Context: an optimization exercise on an open-source flow, tuned for small area, a short achievable clock period and few clock cycles. The choices shown serve that exercise and are no tape-out recipe. Function was checked by simulation only, so behaviour that the tests miss may differ from the original. No activity file was given, so power comes from the tool's default toggle rates.

## flow/config.mk

```make
export PLATFORM = sky130hd
export DESIGN_NAME = least_served_grant_arbiter_core
export DESIGN_NICKNAME = least_served_grant_arbiter_core
export VERILOG_FILES = /design/flow/design.v
export SDC_FILE = /design/flow/constraint.sdc
export NUM_CORES = 4
export LEC_CHECK = 0
export CAP_MARGIN = 20
export CORE_MARGIN = 2
export CORE_UTILIZATION = 45
export SLEW_MARGIN = 20
```

## flow/constraint.sdc

```tcl
create_clock -name core_clock -period 5.0 [get_ports {i_clk}]
set_input_delay 1.0000 -clock core_clock [delete_from_list [all_inputs] [get_ports {i_clk}]]
set_output_delay 1.0000 -clock core_clock [all_outputs]
set_load 0.01 [all_outputs]
```

## flow/design.v

```verilog
`timescale 1ns / 1ps
package lsga_pkg;
    localparam int IDX_W        = 4;
    localparam int BYTES_W      = 12;
    localparam int DEST_W       = 4;
    localparam int SERVED_W     = 24;
    localparam int OPCODE_W     = 2;
    localparam int S_TDATA_W    = 24;
    localparam int M_TDATA_W    = 24;
    localparam int MAX_SLAVES_DEF    = 14;
    localparam int ACTIVE_RESET      = 14;
    localparam logic [OPCODE_W-1:0] OP_CLR_REQ = 2'd0;
    localparam logic [OPCODE_W-1:0] OP_RECORD  = 2'd1;
    localparam logic [OPCODE_W-1:0] OP_GRANT   = 2'd2;
    localparam logic [OPCODE_W-1:0] OP_CLR_ALL = 2'd3;
endpackage
`timescale 1ns / 1ps
module lsga_cell (
    input  logic                          i_clk,
    input  logic                          i_rst_n,
    input  logic                          i_clr_flag,   
    input  logic                          i_clr_tot,    
    input  logic                          i_rec,        
    input  logic                          i_win,        
    input  logic                          i_upd,        
    input  logic [lsga_pkg::BYTES_W-1:0]  i_bytes,
    input  logic [lsga_pkg::DEST_W-1:0]   i_dest,
    input  logic [lsga_pkg::SERVED_W-1:0] i_tot,        
    input  logic                          i_tie,        
    output logic                          o_flag,
    output logic [lsga_pkg::SERVED_W-1:0] o_served,
    output logic [lsga_pkg::BYTES_W-1:0]  o_size,
    output logic [lsga_pkg::DEST_W-1:0]   o_dest,
    output logic                          o_bc_wins     
);
    logic                          r_flag;
    logic [lsga_pkg::SERVED_W-1:0] r_served;
    logic [lsga_pkg::BYTES_W-1:0]  r_size;
    logic [lsga_pkg::DEST_W-1:0]   r_dest;
    always_ff @(posedge i_clk) begin
        if (!i_rst_n) begin
            r_flag <= 1'b0;
        end else if (i_clr_flag || i_win) begin
            r_flag <= 1'b0;
        end else if (i_rec) begin
            r_flag <= 1'b1;
        end
    end
    always_ff @(posedge i_clk) begin
        if (!i_rst_n) begin
            r_served <= '0;
        end else if (i_clr_tot) begin
            r_served <= '0;
        end else if (i_upd) begin
            r_served <= i_tot;
        end
    end
    always_ff @(posedge i_clk) begin
        if (i_rec) begin
            r_size <= i_bytes;
            r_dest <= i_dest;
        end
    end
    assign o_bc_wins = {i_tot, 1'b0} < {r_served, i_tie};
    assign o_flag   = r_flag;
    assign o_served = r_served;
    assign o_size   = r_size;
    assign o_dest   = r_dest;
endmodule
`timescale 1ns / 1ps
module least_served_grant_arbiter_core #(
    parameter int MAX_SLAVES = lsga_pkg::MAX_SLAVES_DEF
) (
    input  logic                 i_clk,
    input  logic                 i_rst_n,
    input  logic                 i_cfg_we,
    input  logic [lsga_pkg::IDX_W-1:0]     i_cfg_wdata,       
    input  logic                 i_s_axis_tvalid,
    output logic                 o_s_axis_tready,
    input  logic [lsga_pkg::S_TDATA_W-1:0] i_s_axis_tdata,    
    input  logic [lsga_pkg::OPCODE_W-1:0]  i_s_axis_tuser,    
    output logic                 o_m_axis_tvalid,
    input  logic                 i_m_axis_tready,
    output logic [lsga_pkg::M_TDATA_W-1:0] o_m_axis_tdata     
);
    localparam int N   = MAX_SLAVES;
    localparam int SW  = lsga_pkg::SERVED_W;
    localparam int BW  = lsga_pkg::BYTES_W;
    localparam int DW  = lsga_pkg::DEST_W;
    localparam int IW  = lsga_pkg::IDX_W;
    localparam logic [IW-1:0] ACT_RST = (N < lsga_pkg::ACTIVE_RESET) ? IW'(N) : IW'(lsga_pkg::ACTIVE_RESET);
    logic [1:0]    w_op;
    logic [IW-1:0] w_idx;
    logic [BW-1:0] w_bytes;
    logic [DW-1:0] w_dest;
    assign w_op    = i_s_axis_tuser;
    assign w_idx   = i_s_axis_tdata[IW-1:0];
    assign w_bytes = i_s_axis_tdata[IW +: BW];
    assign w_dest  = i_s_axis_tdata[IW+BW +: DW];
    logic          r_out_valid;
    logic [23:0]   r_out_data;
    logic [IW-1:0] r_active;
    logic w_accept;
    assign o_s_axis_tready = !r_out_valid || i_m_axis_tready;
    assign w_accept        = i_s_axis_tvalid && o_s_axis_tready;
    logic w_rec_ok, w_rec_set, w_clr_req, w_clr_all, w_grant;
    assign w_rec_ok  = (w_idx != '0) && (w_idx <= r_active);
    assign w_rec_set = w_accept && (w_op == lsga_pkg::OP_RECORD) && w_rec_ok && (w_bytes != '0);
    assign w_clr_req = i_cfg_we || (w_accept && (w_op == lsga_pkg::OP_CLR_REQ || w_op == lsga_pkg::OP_CLR_ALL));
    assign w_clr_all = i_cfg_we || (w_accept && (w_op == lsga_pkg::OP_CLR_ALL));
    assign w_grant   = w_accept && (w_op == lsga_pkg::OP_GRANT);
    logic [N-1:0]  w_flag;
    logic [SW-1:0] w_served [N];
    logic [BW-1:0] w_size [N];
    logic [DW-1:0] w_sdest [N];
    logic [N-1:0]  w_bc_wins;
    logic [N-1:0]  r_m [N];
    logic [N-1:0]  w_beats [N];
    logic          r_u_valid;
    logic [N-1:0]  r_u_oh;
    logic [N-1:0]  r_u_below;    
    logic [SW-1:0] r_u_tot;
    logic [N-1:0]  w_win;
    logic          w_any;
    always_comb begin
        for (int i = 0; i < N; i++) begin
            for (int j = 0; j < N; j++) begin
                if (i < j)       w_beats[i][j] = r_m[i][j];
                else if (i > j)  w_beats[i][j] = !r_m[j][i];
                else             w_beats[i][j] = 1'b1;
            end
        end
        for (int i = 0; i < N; i++) begin
            w_win[i] = w_flag[i] && (&(w_beats[i] | ~w_flag));
        end
    end
    assign w_any = |w_flag;
    genvar gk;
    generate
        for (gk = 0; gk < N; gk++) begin : g_cell
            lsga_cell u_cell (
                .i_clk      (i_clk),
                .i_rst_n    (i_rst_n),
                .i_clr_flag (w_clr_req),
                .i_clr_tot  (w_clr_all),
                .i_rec      (w_rec_set && (w_idx == IW'(gk + 1))),
                .i_win      (w_grant && w_win[gk]),
                .i_upd      (r_u_valid && r_u_oh[gk]),
                .i_bytes    (w_bytes),
                .i_dest     (w_dest),
                .i_tot      (r_u_tot),
                .i_tie      (r_u_below[gk]),
                .o_flag     (w_flag[gk]),
                .o_served   (w_served[gk]),
                .o_size     (w_size[gk]),
                .o_dest     (w_sdest[gk]),
                .o_bc_wins  (w_bc_wins[gk])
            );
        end
    endgenerate
    logic [SW-1:0] w_sel_served;
    logic [BW-1:0] w_sel_size;
    logic [DW-1:0] w_sel_dest;
    logic [IW-1:0] w_sel_idx;
    logic [SW:0]   w_sum;
    logic [SW-1:0] w_new_tot;
    logic [N-1:0]  w_below;
    always_comb begin
        w_sel_served = '0;
        w_sel_size   = '0;
        w_sel_dest   = '0;
        w_sel_idx    = '0;
        for (int i = 0; i < N; i++) begin
            w_sel_served |= {SW{w_win[i]}} & w_served[i];
            w_sel_size   |= {BW{w_win[i]}} & w_size[i];
            w_sel_dest   |= {DW{w_win[i]}} & w_sdest[i];
            w_sel_idx    |= {IW{w_win[i]}} & IW'(i + 1);
        end
        w_below[0] = 1'b0;
        for (int i = 1; i < N; i++) w_below[i] = w_below[i-1] | w_win[i-1];
    end
    assign w_sum     = {1'b0, w_sel_served} + (SW + 1)'(w_sel_size);
    assign w_new_tot = w_sum[SW] ? '1 : w_sum[SW-1:0];
    logic [23:0] w_res;
    always_comb begin
        w_res = '0;
        unique case (w_op)
            lsga_pkg::OP_RECORD: begin
                w_res[21] = w_any || (w_rec_ok && (w_bytes != '0));
                w_res[22] = !w_rec_ok;
            end
            lsga_pkg::OP_GRANT: begin
                w_res[0]     = w_any;
                w_res[4:1]   = w_sel_idx;
                w_res[16:5]  = w_sel_size;
                w_res[20:17] = w_sel_dest;
                w_res[21]    = |(w_flag & ~w_win);
            end
            default: w_res = '0;
        endcase
    end
    always_ff @(posedge i_clk) begin
        for (int i = 0; i < N; i++) begin
            for (int j = 0; j < N; j++) begin
                if (i < j) begin
                    if (!i_rst_n || w_clr_all) begin
                        r_m[i][j] <= 1'b1;
                    end else if (r_u_valid && r_u_oh[i]) begin
                        r_m[i][j] <= w_bc_wins[j];
                    end else if (r_u_valid && r_u_oh[j]) begin
                        r_m[i][j] <= !w_bc_wins[i];
                    end
                end else begin
                    r_m[i][j] <= 1'b0;
                end
            end
        end
    end
    always_ff @(posedge i_clk) begin
        if (!i_rst_n) begin
            r_u_valid   <= 1'b0;
            r_out_valid <= 1'b0;
            r_active    <= ACT_RST;
        end else begin
            r_u_valid <= w_grant && w_any && !w_clr_all;
            if (w_accept) begin
                r_out_valid <= 1'b1;
            end else if (i_m_axis_tready) begin
                r_out_valid <= 1'b0;
            end
            if (i_cfg_we) begin
                r_active <= (i_cfg_wdata > IW'(N)) ? IW'(N) : i_cfg_wdata;
            end
        end
    end
    always_ff @(posedge i_clk) begin
        if (w_grant) begin
            r_u_oh    <= w_win;
            r_u_below <= w_below;
            r_u_tot   <= w_new_tot;
        end
        if (w_accept) begin
            r_out_data <= w_res;
        end
    end
    assign o_m_axis_tvalid = r_out_valid;
    assign o_m_axis_tdata  = r_out_data;
endmodule
```

## flow/run.sh

```bash
#!/bin/bash
# synth_recipe.tcl (not shown) runs the flow's synth.tcl, then flattens the netlist and writes it again
# the make line also repeats each setting of config.mk as NAME=value (left out here)
make -C /OpenROAD-flow-scripts/flow DESIGN_CONFIG=/design/flow/config.mk WORK_HOME=/design/flow/orfs CLKGATE_MAP_FILE= SYNTH_SCRIPT=/design/flow/synth_recipe.tcl finish
```

==> flow_summary.ini <==
[status]
status = timing/DRC/antenna clean

[layout]
multi_input_area_mm2 = 0.0192
synthToLayoutAreaGrowth_pct = 16.1
finalNetCount = 4862
post-route-cell-area_mm2 = 0.0455
diodes = 0
drive_above_1_share = 0.109
fin_util = 0.526
fillCellCount = 7946
final-seq-area_mm2 = 0.0179

[synthesis]
synthXorXnorAreaFrac = 0.00291
synthAdderAreaFrac = 0.114
syn-cell-area_mm2 = 0.0392
ys_types = 74
yosysTopAreaCellShare = 0.228
synth.area.top_cells = dfxtp_1 23%, edfxtp_1 23%, ha_1 11%
async_flop_share = 0
synth_top_family_by_area = compound AO/OA/AOI/OAI gates
synthMuxAreaShare = 0.000511
ys_seq_elements = 744
synth_largest_area_cell = dfxtp_1
synth_compound_area_frac = 0.201
ys.flop_type = dfxtp_1
synth_nets = 4748
syn_inst = 4358
avgSynthCellArea_um2 = 8.99
synth-simple-area-share = 0.162
ys_warn_count = 9
synth-edff-count = 297
seq_area_frac_synth = 0.456

[job]
max_cap_viol_count = 0

[drt]
ant_nets = 0
drc_errors = 0
vias_per_cell = 6.02
postRouteWirelength_um = 146000
dr_total_vias = 34300
dr.pass1.iters = 6
routedWlPerCell_um = 25.7
first_iter_violations = 3952

[global_route]
grt_pass1_wl_um = 214000
grt_max_degree = 105
grt_util_all_layers = 0.319
grt_antenna_before_repair = 0
grt.overflow.total = 0
grt_pass1_vias = 32100

[worst_setup_path]
critical_path.max_fanout = 7
worst_setup_path_end_kind = register
cp.arrival_ns = 5.32
critical_path_required_ns = 5.53
startpoint_type = register
critical_path_class = reg -> reg

[timing]
slew_headroom = 0.203
fin_crit_sh = 0.959
min_period_ns = 4.79
hold_viol = 0
rsz0062_at_grt = false
hold_ws_ns = 0.455
fmax_mhz = 209
final_max_slew_viol_count = 0
setup_ws_ns = 0.207
skew_ns = 0.0577
worst_slew_pin_slew_ns = 1.20
setup_violations = 0

[worst_hold_path]
hold_class = reg -> reg

[die]
io_pins = 61
start_util = 0.453
core_area_mm2 = 0.0865
die_w_um = 299
die-area_mm2 = 0.0895
num_rows = 108
die_h_um = 299

[pwr]
vdd_ir_drop_max_uv = 305
power_density_mw_per_mm2 = 290
p_leak_nw = 15.5

[place]
place_area_mm2 = 0.0422
preCtsSetupSlack_ns = -0.222
dp_hpwl_um = 98000
numPortBuffers = 55
place.gp.congestion = 0.966

[clock_network]
clock-sinks = 744
cts_tree = built
ctsHtreeMaxLevel = 3
clock_latency_ns = 0.69
clk_pin_slew_ns = 0.07
clockRootBuffer = clkbuf_16
cts_inserted_buffers = 84
cts.path.max_buffers = 3
-- final timing paths --
check                           slack [ns]                            end  cells past startpoint                          start
worst min-delay path                  0.45  g_cell[5].u_cell.r_served[10]                      2  g_cell[5].u_cell.r_served[10]
worst min register to register        0.45  g_cell[5].u_cell.r_served[10]                      2  g_cell[5].u_cell.r_served[10]
worst max register to register        0.21                     r_u_tot[4]                     25       g_cell[11].u_cell.r_flag
worst max-delay path                  0.21                     r_u_tot[4]                     25       g_cell[11].u_cell.r_flag
-- power by group --
group	leakage, nW	internal, W	total [W]	switching [W]
Sequential	6.35	0.00632	0.00635	0.0000320
Clock	1.37	0.00359	0.00637	0.00278
Combinational	7.74	0.000172	0.000496	0.000324
-- routing by layer --
layer | global-route usage | part of all wire | vias to the layer above
met3 | 0.0536 | 0.089 | 323
met1 | 0.434 | 0.42 | 16500
li1 | - | - | 15800
met5 | 0 | 0 | -
met4 | 0.117 | 0.042 | 0
met2 | 0.511 | 0.45 | 1625
-- registers in the layout, indices dropped and copies added, names as in the netlist, 12 cells and up --
signal	count
g_cell.u_cell.r_dest	56
g_cell.u_cell.r_flag	14
g_cell.u_cell.r_served	336
g_cell.u_cell.r_size	168
o_m_axis_tdata	23
r_m	91
r_u_below	12
r_u_oh	14
r_u_tot	24
-- cell families after synthesis --
| group | count (synthesis) |
|---|---|
| AND/OR/NAND/NOR | 1399 |
| multiplexers | 2 |
| adder cells (fa/ha/maj) | 355 |
| other | 1 |
| flip-flops | 744 |
| buffers and inverters | 637 |
| XOR/XNOR | 13 |
| AO/OA/AOI/OAI | 1207 |
-- final cells by class --
type                            count  share of cell area
Multi-Input combinational cell   2977               0.421
Sequential cell                   744               0.393
Timing Repair Buffer              303              0.0618
Clock buffer                      120              0.0516
Tap cell                         1155              0.0317
Inverter                          362              0.0301
Clock inverter                     35              0.0108
-- cell usage after synthesis (7+ instances only) --
cell       count
a21boi_0      10
o22ai_1        9
a22o_1        24
nor2b_1       24
ha_1         354
nor3_1        52
nand2b_1      58
nand2_1      871
a21oi_1      446
and4_1        11
edfxtp_1     297
and2_1        29
a211o_1       11
a2111oi_0     23
nand3_1       42
nand4_1       62
buf_1         29
o211ai_1      70
nor2_1       147
o21ai_0      153
dfxtp_1      447
or3_1         40
or4_1         10
xnor2_1        8
nor4_4        11
nor4_1        17
a211oi_1      15
a221oi_1      54
clkbuf_1     204
a22oi_1      167
inv_2          7
a222oi_1      25
o2111ai_1     32
o21a_1        43
a31oi_1        7
a21o_1        55
buf_2         30
o221ai_1      27
inv_1        354
-- cell usage in the layout (no fill, tap or decap), types with 20 or more instances in the layout --
cell type / count
a2111oi_0: 22
a21o_1: 54
a21oi_1: 444
a221oi_1: 49
a222oi_1: 25
a22o_1: 24
a22oi_1: 165
buf_12: 25
buf_4: 214
clkbuf_1: 25
clkbuf_16: 85
clkdlybuf4s50_1: 55
dfxtp_1: 442
edfxtp_1: 297
ha_1: 353
inv_1: 353
nand2_1: 861
nand2b_1: 58
nand3_1: 41
nand4_1: 62
nor2_1: 136
nor2b_1: 24
nor3_1: 49
o2111ai_1: 20
o211ai_1: 70
o21a_1: 43
o21ai_0: 147
o221ai_1: 20
or3_1: 40
-- repair_timing --
| item | CTS | global route |
|---|---|---|
| pin swaps | 6 | 13 |
| setup buffers | 11 | 3 |
| gates cloned | 1 | 1 |
| setup endpoints to repair | 23 | 24 |
| hold buffers | 0 | 0 |
| gates resized for setup | 13 | 45 |
-- worst max-delay path: stages (launching register included) --
cell,delay [ns]
dfxtp_4,0.38
a222oi_1,0.34
buf_4,0.18
nand3_2,0.09
nor4_4,0.38
a22o_1,0.20
a221oi_1,0.06
nand4_1,0.13
a221o_1,0.17
ha_1,0.18
inv_1,0.06
fa_2,0.40
nand2b_1,0.18
a21oi_2,0.14
buf_4,0.14
o211ai_1,0.09
a21boi_1,0.17
buf_4,0.14
o21a_1,0.15
o21ai_2,0.07
a21oi_1,0.15
buf_4,0.17
and2_4,0.19
nand3_4,0.16
clkbuf_16,0.25
o21ai_2,0.06
-- metrics by stage --
stage	cells	power [W]	setup TNS (ns)
3_3_place_gp	5524	0.00697	-4.91
6_report	5696	0.0132	0
5_1_grt	5696	0.0136	0
2_1_floorplan	4358	0.00673	0
4_1_cts	5691	0.0133	0
3_5_place_dp	5524	0.00697	-4.67
Testbench counts, summed over its fixed seeds: cycles 12,008.

[what the ideal ports hide]
In the flow no input, the clock included, has a driving cell. The finished layout below was timed again as built, in two steps.
Step 1, drivers: a clkbuf_16 drives i_clk and a buf_2 each remaining input, both assumed.
Step 2, shift: input delay + t, output delay - t, t = (earliest + latest rising clock arrival at the registers) / 2. This alone moves slack from input paths to output paths.
a / b / c = ideal ports / drivers / drivers and shift; a / b = the first two.
t (ns): 0.727
setup WS [ns]: 0.207 / 0.207 / 0.207
worst setup path after step 2: register to register
After both steps setup and hold are still met in this run. For this run, drivers alone change the setup slack by 0.000 ns; drivers and shift together by 0.000 ns.
